What follows belongs to an exercise in optimizing a design on an open flow for small area; a production flow would make more cautious choices. In this exercise RTL edits were held to simulation tests only and were not proved equivalent to the original. No activity file was given, so power comes from the tool's default toggle rates.

==> v32: inputs <==
==> flow/design.v <==
module fcache_ctrl #(
  parameter int W     = 16,
  parameter int NREGS = 15,
  parameter int DEPTH = 8
) (
  input  logic                         clk,
  input  logic                         reset,
  input  logic                         save_req,
  input  logic                         restore_req,
  input  logic [W*NREGS-1:0]           fcOut,
  output logic [W*NREGS-1:0]           fcIn,
  output logic                         restore,
  output logic                         busy,
  output logic                         done,
  output logic                         overflow,
  output logic                         underflow,
  output logic [$clog2(DEPTH+1)-1:0]   depth
);
  localparam int FRAME_W = W * NREGS;
  localparam int DEPTH_W = $clog2(DEPTH + 1);
  localparam int IDX_W   = $clog2(NREGS + 1);
  localparam int NSLOT   = DEPTH - 1;
  logic [NREGS-1:0]     gh_q;        
  logic [IDX_W-1:0]     cnt_q;       
  logic [DEPTH_W-1:0]   sp_q;
  logic                 busy_q, rd_q, fin_q;
  logic                 restore_q, done_q, ovf_q, unf_q;
  logic [FRAME_W-1:0]   buf_q;
  logic [FRAME_W-1:0]   fcin_q;
  logic [W-1:0]         slot_q [NSLOT][NREGS];
  logic idle, full, empty;
  logic acc_save, acc_rest, err_ovf, err_unf, last;
  logic wr_en, cap_en, load_en;
  logic [W-1:0] wdata, tap;
  logic [DEPTH_W-1:0] rd_sel;
  assign idle     = !busy_q && !fin_q;
  assign full     = sp_q[DEPTH_W-1];
  assign empty    = (sp_q == '0);
  assign acc_save = idle && save_req && !full;
  assign err_ovf  = idle && save_req && full;
  assign acc_rest = idle && !save_req && restore_req && !empty;
  assign err_unf  = idle && !save_req && restore_req && empty;
  assign last     = rd_q ? (cnt_q == IDX_W'(NREGS)) : (cnt_q == IDX_W'(NREGS - 1));
  assign wr_en    = busy_q && !rd_q;
  assign cap_en   = busy_q && rd_q && !full;
  assign load_en  = busy_q && rd_q && last;
  always_comb begin
    wdata = '0;
    for (int k = 0; k < NREGS; k++)
      wdata = wdata | (buf_q[W*k +: W] & {W{gh_q[k]}});
  end
  assign rd_sel = sp_q - DEPTH_W'(1);
  always_comb begin
    tap = slot_q[0][0];
    for (int s = 0; s < NSLOT; s++)
      if (rd_sel[DEPTH_W-2:0] == (DEPTH_W-1)'(s)) tap = slot_q[s][0];
  end
  for (genvar s = 0; s < NSLOT; s++) begin : g_slot
    always_ff @(posedge clk) begin
      for (int p = 0; p < NREGS - 1; p++)
        slot_q[s][p] <= slot_q[s][p+1];
      if (wr_en && sp_q[DEPTH_W-2:0] == (DEPTH_W-1)'(s))
        slot_q[s][NREGS-1] <= wdata;
      else
        slot_q[s][NREGS-1] <= slot_q[s][0];
    end
  end
  logic [NREGS-1:0] cap_w, hold_w;
  always_comb
    for (int k = 0; k < NREGS; k++) begin
      cap_w[k]  = cap_en && gh_q[k] && !acc_save;
      hold_w[k] = !acc_save && !(cap_en && gh_q[k]);
    end
  always_ff @(posedge clk)
    for (int k = 0; k < NREGS; k++)
      buf_q[W*k +: W] <= (fcOut[W*k +: W] & {W{acc_save}}) |
                         (tap & {W{cap_w[k]}}) |
                         (buf_q[W*k +: W] & {W{hold_w[k]}});
  always_ff @(posedge clk) begin
    if (reset) begin
      gh_q      <= NREGS'(1);
      cnt_q     <= '0;
      sp_q      <= '0;
      busy_q    <= 1'b0;
      rd_q      <= 1'b0;
      fin_q     <= 1'b0;
      restore_q <= 1'b0;
      done_q    <= 1'b0;
      ovf_q     <= 1'b0;
      unf_q     <= 1'b0;
    end else begin
      gh_q      <= {gh_q[NREGS-2:0], gh_q[NREGS-1]};
      restore_q <= load_en;
      done_q    <= fin_q;
      if (err_ovf) ovf_q <= 1'b1;
      if (err_unf) unf_q <= 1'b1;
      if (busy_q) begin
        cnt_q <= cnt_q + IDX_W'(1);
        if (last) begin
          busy_q <= 1'b0;
          fin_q  <= 1'b1;
          sp_q   <= rd_q ? sp_q - DEPTH_W'(1) : sp_q + DEPTH_W'(1);
        end
      end else if (fin_q) begin
        fin_q <= 1'b0;
      end else if (acc_save || acc_rest) begin
        busy_q <= 1'b1;
        rd_q   <= acc_rest;
        cnt_q  <= '0;
      end else if (err_ovf || err_unf) begin
        fin_q <= 1'b1;
      end
    end
  end
  logic fcin_ld, fcin_hold;
  assign fcin_ld   = load_en && !reset;
  assign fcin_hold = !load_en && !reset;
  always_ff @(posedge clk)
    fcin_q <= (buf_q & {FRAME_W{fcin_ld}}) | (fcin_q & {FRAME_W{fcin_hold}});
  assign fcIn      = fcin_q;
  assign restore   = restore_q;
  assign busy      = busy_q;
  assign done      = done_q;
  assign overflow  = ovf_q;
  assign underflow = unf_q;
  assign depth     = sp_q;
endmodule
==> flow/flow/run.sh <==
#!/bin/bash
# Standard ORFS layout (the standard.sh, unchanged synthesis) with two changes:
# ports are buffered with buf_1 instead of clkdlybuf4s50_1, and CTS inserts no
# dummy loads. Each tool's output goes to standard.log and ORFS's own logs.
export BUFFER_PORTS_ARGS="-buffer_cell sky130_fd_sc_hd__buf_1"
export CTS_ARGS="-sink_clustering_enable -repair_clock_nets -buf_list sky130_fd_sc_hd__clkbuf_8 -sink_clustering_size 18 -sink_clustering_max_diameter 60 -dont_use_dummy_load"
bash standard.sh > standard.log 2>&1
==> flow/standard.sh <==
#!/bin/bash
# synth_recipe.tcl (not shown) runs the flow's synth.tcl, then flattens the netlist and writes it again
# the make line also repeats each setting of config.mk as NAME=value (left out here)
make -C /OpenROAD-flow-scripts/flow DESIGN_CONFIG=/design/flow/config.mk WORK_HOME=/design/flow/orfs CLKGATE_MAP_FILE= SYNTH_SCRIPT=/design/flow/synth_recipe.tcl "${@:-finish}"
==> flow/config.mk <==
export PLATFORM = sky130hd
export DESIGN_NAME = fcache_ctrl
export DESIGN_NICKNAME = fcache_ctrl
export VERILOG_FILES = /design/flow/design.v
export SDC_FILE = /design/flow/constraint.sdc
export NUM_CORES = 4
export LEC_CHECK = 0
export CAP_MARGIN = 20
export CORE_MARGIN = 2
export CORE_UTILIZATION = 50
export CTS_BUF_LIST = sky130_fd_sc_hd__clkbuf_8
export CTS_CLUSTER_DIAMETER = 60
export CTS_CLUSTER_SIZE = 18
export PLACE_DENSITY = 0.65
export SLEW_MARGIN = 20
==> flow/constraint.sdc <==
create_clock -name core_clock -period 7.0 [get_ports {clk}]
set_input_delay 1.4000 -clock core_clock [delete_from_list [all_inputs] [get_ports {clk}]]
set_output_delay 1.4000 -clock core_clock [all_outputs]
set_load 0.01 [all_outputs]
==> v21: changes against v32 <==
--- a/flow/design.v
+++ b/flow/design.v
@@ -20,7 +20,7 @@
   localparam int DEPTH_W = $clog2(DEPTH + 1);
   localparam int IDX_W   = $clog2(NREGS + 1);
   localparam int NSLOT   = DEPTH - 1;
-  logic [NREGS-1:0]     gh_q;        
+  logic [IDX_W-1:0]     g_q;         
   logic [IDX_W-1:0]     cnt_q;       
   logic [DEPTH_W-1:0]   sp_q;
   logic                 busy_q, rd_q, fin_q;
@@ -45,9 +45,9 @@
   assign cap_en   = busy_q && rd_q && !full;
   assign load_en  = busy_q && rd_q && last;
   always_comb begin
-    wdata = '0;
+    wdata = buf_q[W-1:0];
     for (int k = 0; k < NREGS; k++)
-      wdata = wdata | (buf_q[W*k +: W] & {W{gh_q[k]}});
+      if (g_q == IDX_W'(k)) wdata = buf_q[W*k +: W];
   end
   assign rd_sel = sp_q - DEPTH_W'(1);
   always_comb begin
@@ -65,20 +65,17 @@
         slot_q[s][NREGS-1] <= slot_q[s][0];
     end
   end
-  logic [NREGS-1:0] cap_w, hold_w;
-  always_comb
-    for (int k = 0; k < NREGS; k++) begin
-      cap_w[k]  = cap_en && gh_q[k] && !acc_save;
-      hold_w[k] = !acc_save && !(cap_en && gh_q[k]);
+  always_ff @(posedge clk) begin
+    if (acc_save) begin
+      buf_q <= fcOut;
+    end else if (cap_en) begin
+      for (int k = 0; k < NREGS; k++)
+        if (g_q == IDX_W'(k)) buf_q[W*k +: W] <= tap;
     end
-  always_ff @(posedge clk)
-    for (int k = 0; k < NREGS; k++)
-      buf_q[W*k +: W] <= (fcOut[W*k +: W] & {W{acc_save}}) |
-                         (tap & {W{cap_w[k]}}) |
-                         (buf_q[W*k +: W] & {W{hold_w[k]}});
+  end
   always_ff @(posedge clk) begin
     if (reset) begin
-      gh_q      <= NREGS'(1);
+      g_q       <= '0;
       cnt_q     <= '0;
       sp_q      <= '0;
       busy_q    <= 1'b0;
@@ -88,12 +85,14 @@
       done_q    <= 1'b0;
       ovf_q     <= 1'b0;
       unf_q     <= 1'b0;
+      fcin_q    <= '0;
     end else begin
-      gh_q      <= {gh_q[NREGS-2:0], gh_q[NREGS-1]};
+      g_q       <= (g_q == IDX_W'(NREGS - 1)) ? '0 : g_q + IDX_W'(1);
       restore_q <= load_en;
       done_q    <= fin_q;
       if (err_ovf) ovf_q <= 1'b1;
       if (err_unf) unf_q <= 1'b1;
+      if (load_en) fcin_q <= buf_q;
       if (busy_q) begin
         cnt_q <= cnt_q + IDX_W'(1);
         if (last) begin
@@ -112,11 +111,6 @@
       end
     end
   end
-  logic fcin_ld, fcin_hold;
-  assign fcin_ld   = load_en && !reset;
-  assign fcin_hold = !load_en && !reset;
-  always_ff @(posedge clk)
-    fcin_q <= (buf_q & {FRAME_W{fcin_ld}}) | (fcin_q & {FRAME_W{fcin_hold}});
   assign fcIn      = fcin_q;
   assign restore   = restore_q;
   assign busy      = busy_q;
==> flow/run.sh (new file) <==
#!/bin/bash
# synth_recipe.tcl (not shown) runs the flow's synth.tcl, then flattens the netlist and writes it again
# the make line also repeats each setting of config.mk as NAME=value (left out here)
make -C /OpenROAD-flow-scripts/flow DESIGN_CONFIG=/design/flow/config.mk WORK_HOME=/design/flow/orfs CLKGATE_MAP_FILE= SYNTH_SCRIPT=/design/flow/synth_recipe.tcl finish
- CORE_UTILIZATION: 50 -> 60
- CTS_BUF_LIST: sky130_fd_sc_hd__clkbuf_8 -> sky130_fd_sc_hd__clkbuf_4 sky130_fd_sc_hd__clkbuf_8
- CTS_CLUSTER_DIAMETER: 60 -> default
- CTS_CLUSTER_SIZE: 18 -> 20
- PLACE_DENSITY: 0.65 -> 0.75
removed: flow/flow/run.sh
removed: flow/standard.sh
==> comparison table <==
|  | v32 | v21 |
|---|---|---|
| Status | no timing/DRC/antenna violations | no timing/DRC/antenna violations |
| Netlist Area Pre-Place | 54200 sq um | 57900 sq um |
| Final Power | 20.1 mW | 25.4 mW |
| Total Die Area | 111000 sq um | 99000 sq um |
| Instance count of the mapped netlist | 3849 | 4602 |
| Count of multi-input combinational gates | 1425 | 2124 |
| Post-placement worst setup slack | 3.03 ns | 2.22 ns |
| Count of flip-flops with a built-in enable after synthesis | 0 | 240 |
| Initial core utilization | 50.5% | 60.8% |
| Largest fanout of any net on the critical path | 41 | 69 |
| Cell with the largest stage delay on the worst path | nor2_2 | buf_4 |
| Net count, final | 4579 | 5478 |
| Core outline area | 107000 sq um | 95300 sq um |
| Cell variety after synth | 46 | 63 |
| Synth Area in Compound Gates | 14.0% | 9.71% |
| Total placed instance area | 57200 sq um | 64000 sq um |
| Worst IR drop on VDD | 0.206 mV | 0.354 mV |
| Number of clock buffers inserted by TritonCTS | 144 | 322 |
| Lkg Pwr | 22.7 nW | 26.8 nW |
| Clock Skews | 0.0891 ns | 0.0628 ns |
| Worst path buffer plus inverter count | 3 | 2 |

re-timing with driven ports:
How much do the figures lean on ideal ports? The routed layouts below were timed once more, with nothing changed but the port constraints. Step 1 assumes that a clkbuf_16 drives the clock port and a buf_2 every other input. Step 2 also shifts input and output timing later by t, the mid clock arrival at the registers, as if the neighbouring blocks saw the same clock. a / b / c = no drivers / after step 1 / after step 2; a / b = the first two.
| run | shift t [ns] | slack for setup (ns) | hold slack, ns | worst setup path at the end | cell pins on the clock port's net |
|---|---|---|---|---|---|
| v32 | 0.869 | 3.307 / 3.276 / 2.976 | 0.266 / 0.266 / 0.266 | input to register | 1 |
| v21 | 1.001 | 2.697 / 2.697 / 2.166 | 0.271 / 0.271 / 0.271 | input to register | 1 |
After both steps every run listed still meets setup and hold. For v21, which loses most, drivers alone change the setup slack by 0.000 ns; drivers and shift together by -0.531 ns.
